Context: an optimization exercise on an open-source flow, tuned for small area. The choices shown serve that exercise and are no tape-out recipe. At most, simulation tests tie the RTL to the original design; equivalence was not proved. Power and IR drop assume default switching activity.

==> try-raven <==
Design rv32_core, start of the top module:
module rv32_core (
    input  logic             clk,
    input  logic             rst,
    output logic [32-1:0] mem_addr,
    input  logic [32-1:0] mem_rd_data,
    output logic [32-1:0] mem_wr_data,
    output logic             mem_wr_ena,
    output logic [32-1:0] pc,
    output logic             instruction_done,
    output logic [31:0]      instructions_completed
);
==> flow/config.mk <==
export PLATFORM = sky130hd
export DESIGN_NAME = rv32_core
export DESIGN_NICKNAME = rv32_core
export VERILOG_FILES = /design/flow/design.v
export SDC_FILE = /design/flow/constraint.sdc
export NUM_CORES = 4
export LEC_CHECK = 0
export CAP_MARGIN = 20
export CORE_MARGIN = 2
export CORE_UTILIZATION = 70
export SLEW_MARGIN = 20
==> flow/constraint.sdc <==
create_clock -name core_clock -period 10.0 [get_ports {clk}]
set_input_delay 2.0000 -clock core_clock [delete_from_list [all_inputs] [get_ports {clk}]]
set_output_delay 2.0000 -clock core_clock [all_outputs]
set_load 0.01 [all_outputs]
standard.sh (not shown) runs the stock make flow with config.mk's settings and CLKGATE_MAP_FILE= SYNTH_SCRIPT=/design/flow/synth_recipe.tcl, a recipe that flattens the netlist after the stock synthesis.
==> flow/flow/run.sh <==
#!/bin/bash
# Standard ORFS layout with smaller port buffers and a leaner clock tree.
set -euo pipefail
export BUFFER_PORTS_ARGS="-buffer_cell sky130_fd_sc_hd__buf_1"
export CTS_ARGS="-sink_clustering_enable -repair_clock_nets -buf_list sky130_fd_sc_hd__clkbuf_16 -sink_clustering_size 25 -sink_clustering_max_diameter 80 -sink_buffer_max_cap_derate 0.1 -dont_use_dummy_load"
bash standard.sh > flow_make.log 2>&1
==> try-juniper: changes against try-raven <==
==> flow/flow/run.sh (replaced) <==
#!/bin/bash
# Standard ORFS layout with smaller port buffers and a leaner clock tree.
set -euo pipefail
export BUFFER_PORTS_ARGS="-buffer_cell sky130_fd_sc_hd__buf_1"
export CTS_ARGS="-sink_clustering_enable -repair_clock_nets -buf_list sky130_fd_sc_hd__clkbuf_16 -sink_clustering_size 30 -sink_clustering_max_diameter 60 -sink_buffer_max_cap_derate 0.1 -dont_use_dummy_load"
bash standard.sh > flow_make.log 2>&1
==> run summary <==
- In critical path depth, try-juniper and try-raven do not differ.
- In non-clock buffer count, try-raven and try-juniper do not differ.
- Of try-juniper and try-raven, try-raven has the higher via count (gap about 1%, measured against try-raven).
- try-juniper finished with timing, DRC and antenna clean. try-raven finished with antenna rules left.
- In die area, try-juniper and try-raven do not differ.
- Sequential power is about the same in try-juniper and try-raven.
- In combinational power, try-juniper and try-raven hardly differ.
- Clock skew: try-juniper is higher than try-raven (0.032 ns).
- Setup slack: try-raven is worse than try-juniper (0.043 ns).
==> figures <==
quantity                                                                    try-raven              try-juniper
Inserted Clock Buffers                                                             51                       47
Outcome                                                               failed layout checks  complete, no violations
Violated checks                                                         antenna rules                        -
Power density relative to cell area                                      240.4 nW/µm²             237.8 nW/µm²
Clk pwr                                                                       2.19 mW                  2.09 mW
Critical path arrival                                                         5.72 ns                  5.63 ns
Share of the clock period used by the worst path after layout                  54.03%                   53.60%
Iter 0 DRT Violations                                                             983                      892
Wire length of the first global-routing pass                                 82390 µm                 79980 µm
Wire length on met3                                                           3791 µm                  3399 µm
GR Layer Usage met3                                                            5.917%                   5.036%
Destination of the worst hold path                             u_regfile.regs[16][19]    u_regfile.regs[18][2]
Fill count                                                                       1955                     1977
Net count of the finished layout                                                 1981                     1977
Combinational power                                                          0.160 mW                 0.158 mW
Total iterations of the first detailed-routing run                                  5                        6
Sequential power                                                              4.52 mW                  4.53 mW
Signal buf overhead                                                            2.297%                   2.306%
Launch point of the worst hold path                            u_regfile.regs[16][20]    u_regfile.regs[18][3]
No run of this note included a check of the RTL's function; only the layout flow was run.

---

==> v27: inputs <==
==> flow/design.v <==
package rv32_pkg;
    typedef enum logic [1:0] {
        class_load    = 2'b00,
        class_alu_imm = 2'b01,
        class_store   = 2'b10,
        class_alu_reg = 2'b11
    } instr_class_t;
endpackage
`timescale 1ns/1ps
module alu (
    input  logic       a,          
    input  logic       a_pass,     
    input  logic       b,
    input  logic       cin,
    input  logic       inv_b,      
    input  logic [2:0] funct3,
    output logic       sum,
    output logic       cout,
    output logic       result
);
    logic bb;
    assign bb   = b ^ inv_b;
    assign sum  = a ^ bb ^ cin;
    assign cout = (a & bb) | (cin & (a ^ bb));
    always_comb begin
        case (funct3)
            3'b000:  result = sum;
            3'b100:  result = a_pass ^ b;
            3'b110:  result = a_pass | b;
            3'b111:  result = a_pass & b;
            default: result = a_pass;
        endcase
    end
endmodule
`timescale 1ns/1ps
module register_file (
    input  logic       clk,
    input  logic       clr,        
    input  logic       wr_ena,
    input  logic [4:0] wr_addr,
    input  logic       wr_bit,
    input  logic [4:0] rd_addr0,
    input  logic [4:0] rd_addr1,
    output logic       rd_bit0,
    output logic       rd_bit1
);
    logic [32-1:0] regs [1:32-1];
    logic [32-1:0] lsb;
    assign lsb[0] = 1'b0;
    for (genvar k = 1; k < 32; k++) begin : g_reg
        logic we;
        assign we = clr || (wr_ena && wr_addr == 5'(k));
        assign lsb[k] = regs[k][0];
        always_ff @(posedge clk) begin
            regs[k] <= {we ? (wr_bit && !clr) : regs[k][0], regs[k][32-1:1]};
        end
    end
    assign rd_bit0 = lsb[rd_addr0] && !clr;
    assign rd_bit1 = lsb[rd_addr1] && !clr;
endmodule
`timescale 1ns/1ps
module instr_decoder (
    input  logic [31:0] instr,
    input  logic [4:0]  phase,
    output rv32_pkg::instr_class_t instr_class,
    output logic [4:0]  rs1,
    output logic [4:0]  rs2,
    output logic [4:0]  rd,
    output logic        imm_bit,   
    output logic        rd_bit,    
    output logic        inv_b      
);
    logic [2:0] funct3;
    logic       is_reg;
    logic       is_store;
    assign instr_class = rv32_pkg::instr_class_t'(instr[5:4]);
    assign is_reg   = instr[5] & instr[4];
    assign is_store = instr[5] & ~instr[4];
    assign funct3 = instr[14:12];
    assign rs1 = instr[19:15];
    assign rs2 = instr[24:20];
    assign rd  = instr[11:7];
    assign rd_bit = instr[7 + 32'(phase[2:0])];
    always_comb begin
        if (phase >= 5'd11) begin
            imm_bit = instr[31];
        end else if (phase < 5'd5 && is_store) begin
            imm_bit = rd_bit;
        end else begin
            imm_bit = instr[20 + 32'(phase)];
        end
    end
    assign inv_b = instr[4] &&
                   ((funct3 == 3'b000 && is_reg && instr[30]) || funct3[2:1] == 2'b01 ||
                    funct3 == 3'b001);
endmodule
`timescale 1ns/1ps
module core_control (
    input  logic        clk,
    input  logic        rst,
    output logic [4:0]  phase,
    output logic        rot,
    output logic        clr,
    output logic        instruction_done,
    output logic [31:0] instructions_completed
);
    always_ff @(posedge clk) begin
        if (rst) begin
            phase <= '0;
            rot   <= 1'b0;
            clr   <= 1'b1;
        end else begin
            phase <= phase + 5'd1;
            if (phase == 5'd31) begin
                rot <= ~rot;
                clr <= 1'b0;
            end
        end
    end
    assign instruction_done = rot && phase == 5'd31;
    logic [32:0] carry;
    assign carry[0] = instruction_done;
    for (genvar i = 0; i < 32; i++) begin : g_count
        assign carry[i + 1] = carry[i] & instructions_completed[i];
        always_ff @(posedge clk) begin
            if (rst) begin
                instructions_completed[i] <= 1'b0;
            end else begin
                instructions_completed[i] <= instructions_completed[i] ^ carry[i];
            end
        end
    end
endmodule
`timescale 1ns/1ps
module rv32_core (
    input  logic             clk,
    input  logic             rst,
    output logic [32-1:0] mem_addr,
    input  logic [32-1:0] mem_rd_data,
    output logic [32-1:0] mem_wr_data,
    output logic             mem_wr_ena,
    output logic [32-1:0] pc,
    output logic             instruction_done,
    output logic [31:0]      instructions_completed
);
    logic [4:0] phase;
    logic       rot;
    logic       clr;
    rv32_pkg::instr_class_t instr_class;
    logic [4:0] rs1;
    logic [4:0] rs2;
    logic [4:0] rd;
    logic       imm_bit;
    logic       rd_bit;
    logic       inv_b;
    logic [2:0] funct3;
    logic       a;
    logic       a_add;
    logic       rs2_bit;
    logic       b;
    logic       cin;
    logic       sum;
    logic       cout;
    logic       alu_res;
    logic       lt;
    logic       carry;        
    logic [29:0] ar;          
    logic [31:0] sdr;         
    logic [4:0]  xr;          
    logic        mem_op;      
    logic        store_op;    
    logic        access;
    logic        is_alu;
    logic        is_load;
    logic        is_store;
    logic        is_reg;
    logic        is_shift;
    logic        is_sll;
    logic        is_cmp;
    logic        tap;
    logic [5:0]  qsum;
    logic        mask;
    logic        wbit;
    logic        wr_ena;
    logic [4:0]  wr_addr;
    core_control u_control (
        .clk                    (clk),
        .rst                    (rst),
        .phase                  (phase),
        .rot                    (rot),
        .clr                    (clr),
        .instruction_done       (instruction_done),
        .instructions_completed (instructions_completed)
    );
    instr_decoder u_decoder (
        .instr       (mem_rd_data),
        .phase       (phase),
        .instr_class (instr_class),
        .rs1         (rs1),
        .rs2         (rs2),
        .rd          (rd),
        .imm_bit     (imm_bit),
        .rd_bit      (rd_bit),
        .inv_b       (inv_b)
    );
    assign funct3   = mem_rd_data[14:12];
    assign is_alu   = instr_class[0];
    assign is_load  = instr_class == rv32_pkg::class_load;
    assign is_store = instr_class == rv32_pkg::class_store;
    assign is_reg   = instr_class == rv32_pkg::class_alu_reg;
    assign is_shift = is_alu && funct3[1:0] == 2'b01;
    assign is_sll   = ~funct3[2];
    assign is_cmp   = funct3[2:1] == 2'b01;
    register_file u_regfile (
        .clk      (clk),
        .clr      (clr),
        .wr_ena   (wr_ena),
        .wr_addr  (wr_addr),
        .wr_bit   (wbit),
        .rd_addr0 (rs1),
        .rd_addr1 (rs2),
        .rd_bit0  (a),
        .rd_bit1  (rs2_bit)
    );
    assign b   = is_reg ? rs2_bit : imm_bit;
    assign cin = (phase == 5'd0) ? inv_b : carry;
    assign a_add = a && !is_shift;
    alu u_alu (
        .a      (a_add),
        .a_pass (a),
        .b      (b),
        .cin    (cin),
        .inv_b  (inv_b),
        .funct3 (is_alu ? funct3 : 3'b000),
        .sum    (sum),
        .cout   (cout),
        .result (alu_res)
    );
    assign lt = funct3[0] ? ~cout : ((a ^ b) ? a : sum);
    assign access = rot && phase == 5'd0 && mem_op;
    always_ff @(posedge clk) begin
        ar <= {sum, ar[29:1]};
        if (access && !store_op) begin
            sdr <= {sdr[31], mem_rd_data[31:1]};
        end else begin
            sdr <= {is_store ? rs2_bit : alu_res, sdr[31:1]};
        end
        if (!rot && phase < 5'd5) begin
            xr <= {is_shift ? sum : (is_load && rd_bit), xr[4:1]};
        end
        if (!rot) begin
            if (phase == 5'd31) begin
                carry <= is_cmp ? lt : a;
            end else begin
                carry <= cout;
            end
        end
        mem_op   <= ~mem_rd_data[4];
        store_op <= is_store;
    end
    assign tap  = sdr[xr];
    assign qsum = {1'b0, phase} + {1'b0, xr};
    assign mask = is_sll ? (~qsum[5] && xr != 5'd0) : qsum[5];
    always_comb begin
        if (access) begin
            wbit = mem_rd_data[0];
        end else if (is_load) begin
            wbit = sdr[0];
        end else if (is_cmp) begin
            wbit = (phase == 5'd0) && carry;
        end else if (is_shift && mask) begin
            wbit = ~is_sll && mem_rd_data[30] && carry;
        end else begin
            wbit = tap;
        end
    end
    assign wr_ena  = rot && !(access ? store_op : is_store);
    assign wr_addr = access ? xr : rd;
    assign mem_addr    = access ? {ar, 2'b00} : {instructions_completed[29:0], 2'b00};
    assign mem_wr_data = sdr;
    assign mem_wr_ena  = access && store_op;
    assign pc          = {instructions_completed[29:0], 2'b00};
endmodule
==> flow/flow/run.sh <==
#!/bin/bash
# Standard ORFS layout with smaller port buffers and a leaner clock tree.
set -euo pipefail
export BUFFER_PORTS_ARGS="-buffer_cell sky130_fd_sc_hd__buf_1"
export CTS_ARGS="-sink_clustering_enable -repair_clock_nets -buf_list sky130_fd_sc_hd__clkbuf_16 -sink_clustering_size 30 -sink_clustering_max_diameter 60 -sink_buffer_max_cap_derate 0.1 -dont_use_dummy_load"
bash standard.sh > flow_make.log 2>&1
==> flow/standard.sh <==
#!/bin/bash
# synth_recipe.tcl (not shown) runs the flow's synth.tcl, then flattens the netlist and writes it again
# the make line also repeats each setting of config.mk as NAME=value (left out here)
make -C /OpenROAD-flow-scripts/flow DESIGN_CONFIG=/design/flow/config.mk WORK_HOME=/design/flow/orfs CLKGATE_MAP_FILE= SYNTH_SCRIPT=/design/flow/synth_recipe.tcl "${@:-finish}"
==> flow/config.mk <==
export PLATFORM = sky130hd
export DESIGN_NAME = rv32_core
export DESIGN_NICKNAME = rv32_core
export VERILOG_FILES = /design/flow/design.v
export SDC_FILE = /design/flow/constraint.sdc
export NUM_CORES = 4
export LEC_CHECK = 0
export CAP_MARGIN = 20
export CORE_MARGIN = 2
export CORE_UTILIZATION = 76
export SLEW_MARGIN = 20
==> flow/constraint.sdc <==
create_clock -name core_clock -period 10.0 [get_ports {clk}]
set_input_delay 2.0000 -clock core_clock [delete_from_list [all_inputs] [get_ports {clk}]]
set_output_delay 2.0000 -clock core_clock [all_outputs]
set_load 0.01 [all_outputs]
==> inputs of v19, as changes to v27 <==
==> flow/design.v, changed modules only <==
module alu (
    input  logic       a,
    input  logic       b,
    input  logic       cin,
    input  logic       inv_b,      
    input  logic [2:0] funct3,
    output logic       sum,
    output logic       cout,
    output logic       result
);
    logic bb;
    assign bb   = b ^ inv_b;
    assign sum  = a ^ bb ^ cin;
    assign cout = (a & bb) | (cin & (a ^ bb));
    always_comb begin
        case (funct3)
            3'b000:  result = sum;
            3'b100:  result = a ^ b;
            3'b110:  result = a | b;
            3'b111:  result = a & b;
            default: result = a;
        endcase
    end
endmodule
module instr_decoder (
    input  logic [31:0] instr,
    input  logic [4:0]  phase,
    output rv32_pkg::instr_class_t instr_class,
    output logic [4:0]  rs1,
    output logic [4:0]  rs2,
    output logic [4:0]  rd,
    output logic        imm_bit,   
    output logic        rd_bit,    
    output logic        inv_b      
);
    logic [2:0] funct3;
    logic       is_reg;
    logic       is_store;
    assign instr_class = rv32_pkg::instr_class_t'(instr[5:4]);
    assign is_reg   = instr[5] & instr[4];
    assign is_store = instr[5] & ~instr[4];
    assign funct3 = instr[14:12];
    assign rs1 = instr[19:15];
    assign rs2 = instr[24:20];
    assign rd  = instr[11:7];
    assign rd_bit = instr[7 + 32'(phase[2:0])];
    always_comb begin
        if (phase >= 5'd11) begin
            imm_bit = instr[31];
        end else if (phase < 5'd5 && is_store) begin
            imm_bit = rd_bit;
        end else begin
            imm_bit = instr[20 + 32'(phase)];
        end
    end
    assign inv_b = instr[4] &&
                   ((funct3 == 3'b000 && is_reg && instr[30]) || funct3[2:1] == 2'b01);
endmodule
module core_control (
    input  logic        clk,
    input  logic        rst,
    output logic [4:0]  phase,
    output logic        rot,
    output logic        clr,
    output logic        instruction_done,
    output logic [31:0] instructions_completed
);
    always_ff @(posedge clk) begin
        if (rst) begin
            phase <= '0;
            rot   <= 1'b0;
            clr   <= 1'b1;
        end else begin
            phase <= phase + 5'd1;
            if (phase == 5'd31) begin
                rot <= ~rot;
                clr <= 1'b0;
            end
        end
    end
    assign instruction_done = rot && phase == 5'd31;
    always_ff @(posedge clk) begin
        if (rst) begin
            instructions_completed <= '0;
        end else if (instruction_done) begin
            instructions_completed <= instructions_completed + 32'd1;
        end
    end
endmodule
module rv32_core (
    input  logic             clk,
    input  logic             rst,
    output logic [32-1:0] mem_addr,
    input  logic [32-1:0] mem_rd_data,
    output logic [32-1:0] mem_wr_data,
    output logic             mem_wr_ena,
    output logic [32-1:0] pc,
    output logic             instruction_done,
    output logic [31:0]      instructions_completed
);
    logic [4:0] phase;
    logic       rot;
    logic       clr;
    rv32_pkg::instr_class_t instr_class;
    logic [4:0] rs1;
    logic [4:0] rs2;
    logic [4:0] rd;
    logic       imm_bit;
    logic       rd_bit;
    logic       inv_b;
    logic [2:0] funct3;
    logic       a;
    logic       rs2_bit;
    logic       b;
    logic       cin;
    logic       sum;
    logic       cout;
    logic       alu_res;
    logic       carry;
    logic [29:0] ar;          
    logic [31:0] sdr;         
    logic [4:0]  xr;          
    logic        flag;        
    logic        mem_op;      
    logic        store_op;    
    logic        access;
    logic        is_load;
    logic        is_store;
    logic        is_reg;
    logic        is_shift;
    logic        is_sll;
    logic        is_cmp;
    logic [4:0]  idx;
    logic        tap;
    logic [5:0]  qsum;
    logic        mask;
    logic        wbit;
    logic        wr_ena;
    logic [4:0]  wr_addr;
    core_control u_control (
        .clk                    (clk),
        .rst                    (rst),
        .phase                  (phase),
        .rot                    (rot),
        .clr                    (clr),
        .instruction_done       (instruction_done),
        .instructions_completed (instructions_completed)
    );
    instr_decoder u_decoder (
        .instr       (mem_rd_data),
        .phase       (phase),
        .instr_class (instr_class),
        .rs1         (rs1),
        .rs2         (rs2),
        .rd          (rd),
        .imm_bit     (imm_bit),
        .rd_bit      (rd_bit),
        .inv_b       (inv_b)
    );
    assign funct3   = mem_rd_data[14:12];
    assign is_load  = instr_class == rv32_pkg::class_load;
    assign is_store = instr_class == rv32_pkg::class_store;
    assign is_reg   = instr_class == rv32_pkg::class_alu_reg;
    assign is_shift = funct3[1:0] == 2'b01;
    assign is_sll   = ~funct3[2];
    assign is_cmp   = funct3[2:1] == 2'b01;
    register_file u_regfile (
        .clk      (clk),
        .clr      (clr),
        .wr_ena   (wr_ena),
        .wr_addr  (wr_addr),
        .wr_bit   (wbit),
        .rd_addr0 (rs1),
        .rd_addr1 (rs2),
        .rd_bit0  (a),
        .rd_bit1  (rs2_bit)
    );
    assign b   = is_reg ? rs2_bit : imm_bit;
    assign cin = (phase == 5'd0) ? inv_b : carry;
    alu u_alu (
        .a      (a),
        .b      (b),
        .cin    (cin),
        .inv_b  (inv_b),
        .funct3 (instr_class[0] ? funct3 : 3'b000),
        .sum    (sum),
        .cout   (cout),
        .result (alu_res)
    );
    assign access = rot && phase == 5'd0 && mem_op;
    always_ff @(posedge clk) begin
        carry <= cout;
        ar    <= {sum, ar[29:1]};
        if (access && !store_op) begin
            sdr <= {sdr[31], mem_rd_data[31:1]};
        end else begin
            sdr <= {is_store ? rs2_bit : alu_res, sdr[31:1]};
        end
        if (!rot && phase < 5'd5) begin
            xr <= {is_load ? rd_bit : b, xr[4:1]};
        end
        if (!rot && phase == 5'd31) begin
            if (is_cmp) begin
                flag <= funct3[0] ? ~cout : ((a ^ b) ? a : sum);
            end else begin
                flag <= a;
            end
        end
        if (!access) begin
            mem_op   <= ~mem_rd_data[4];
            store_op <= is_store;
        end
    end
    assign idx  = (instr_class[0] && is_shift) ? (is_sll ? 5'd0 - xr : xr) : 5'd0;
    assign tap  = sdr[idx];
    assign qsum = {1'b0, phase} + {1'b0, xr};
    assign mask = is_sll ? (phase < xr) : qsum[5];
    always_comb begin
        if (mem_op && !store_op) begin
            wbit = (phase == 5'd0) ? mem_rd_data[0] : sdr[0];
        end else if (is_cmp) begin
            wbit = (phase == 5'd0) && flag;
        end else if (is_shift && mask) begin
            wbit = ~is_sll && mem_rd_data[30] && flag;
        end else begin
            wbit = tap;
        end
    end
    assign wr_ena  = rot && !(mem_op && store_op);
    assign wr_addr = access ? xr : rd;
    assign mem_addr    = access ? {ar, 2'b00} : {instructions_completed[29:0], 2'b00};
    assign mem_wr_data = sdr;
    assign mem_wr_ena  = access && store_op;
    assign pc          = {instructions_completed[29:0], 2'b00};
endmodule
==> flow/run.sh (new file) <==
#!/bin/bash
# synth_recipe.tcl (not shown) runs the flow's synth.tcl, then flattens the netlist and writes it again
# the make line also repeats each setting of config.mk as NAME=value (left out here)
make -C /OpenROAD-flow-scripts/flow DESIGN_CONFIG=/design/flow/config.mk WORK_HOME=/design/flow/orfs CLKGATE_MAP_FILE= SYNTH_SCRIPT=/design/flow/synth_recipe.tcl finish
--- a/flow/config.mk
+++ b/flow/config.mk
@@ -9,3 +9,3 @@
 export CORE_MARGIN = 2
-export CORE_UTILIZATION = 76
+export CORE_UTILIZATION = 40
 export SLEW_MARGIN = 20
removed: flow/flow/run.sh
removed: flow/standard.sh
==> run summary <==
register-to-register setup slack=5790 ps; register area=22200 um^2; Post-Syn Instances=1850; main combinational cell family by area after synthesis=simple AND/OR/NAND/NOR gates; detailed-routed wire length on met3=2320 um; share of the yosys chip area belonging to registers=82.1%; Critical Path RT=8000 ps; cell type of the slowest stage on the worst timing path=and3_2; Inst Count DP=2808; power per unit of standard cell area=262 nW/um^2; post-detailed-placement cell area=29200 um^2; critical path class=reg -> out; Setup crit start=u_control.phase[0]; via density per instance=4.28; Mapped Avg Cell Area=14.6 um^2; signal buffers share of area=5.01%; status=timing/DRC/antenna clean
the above is filed under v19

==> run summary <==
signal buffers share of area=2.26%; Mapped Avg Cell Area=15.9 um^2; status=timing/DRC/antenna clean; detailed-routed wire length on met3=5260 um; critical path class=reg -> reg; main combinational cell family by area after synthesis=multiplexers; via density per instance=5.71; Inst Count DP=2188; Post-Syn Instances=1647; share of the yosys chip area belonging to registers=84.4%; register area=22100 um^2
the above is filed under v27

[port drivers added, routing unchanged]
The results above use ideal ports. As a check the final layouts listed here were re-extracted and re-timed, cells and wires unchanged.
Step 1: set_driving_cell puts a clkbuf_16 on clk and a buf_2 on each other input, an assumption about the parent block.
Step 2 times the ports against the registers' clock, not the clock port: input delays grow and output delays shrink by t, the midpoint of the rising clock arrivals with the driver on.
a / b / c = ideal ports / drivers / drivers and shift; a / b = the first two.
| run | t, ns | setup WS [ns] | worst data-port slew with drivers (ns) | cell pins on the clock port's net |
|---|---|---|---|---|
| try-raven | 0.662 | 4.597 / 4.629 / 3.967 | 0.10 | 1 |
| try-juniper | 0.635 | 4.640 / 4.632 / 3.996 | 0.11 | 1 |
| v27 | 0.606 | 2.287 / 2.287 / 2.287 | 0.10 | 1 |
| v19 | 0.680 | 3.863 / 3.806 / 4.109 | 0.12 | 1 |
The setup slack of try-juniper, which loses most, moves by -0.008 ns with the drivers and by -0.644 ns with both steps.
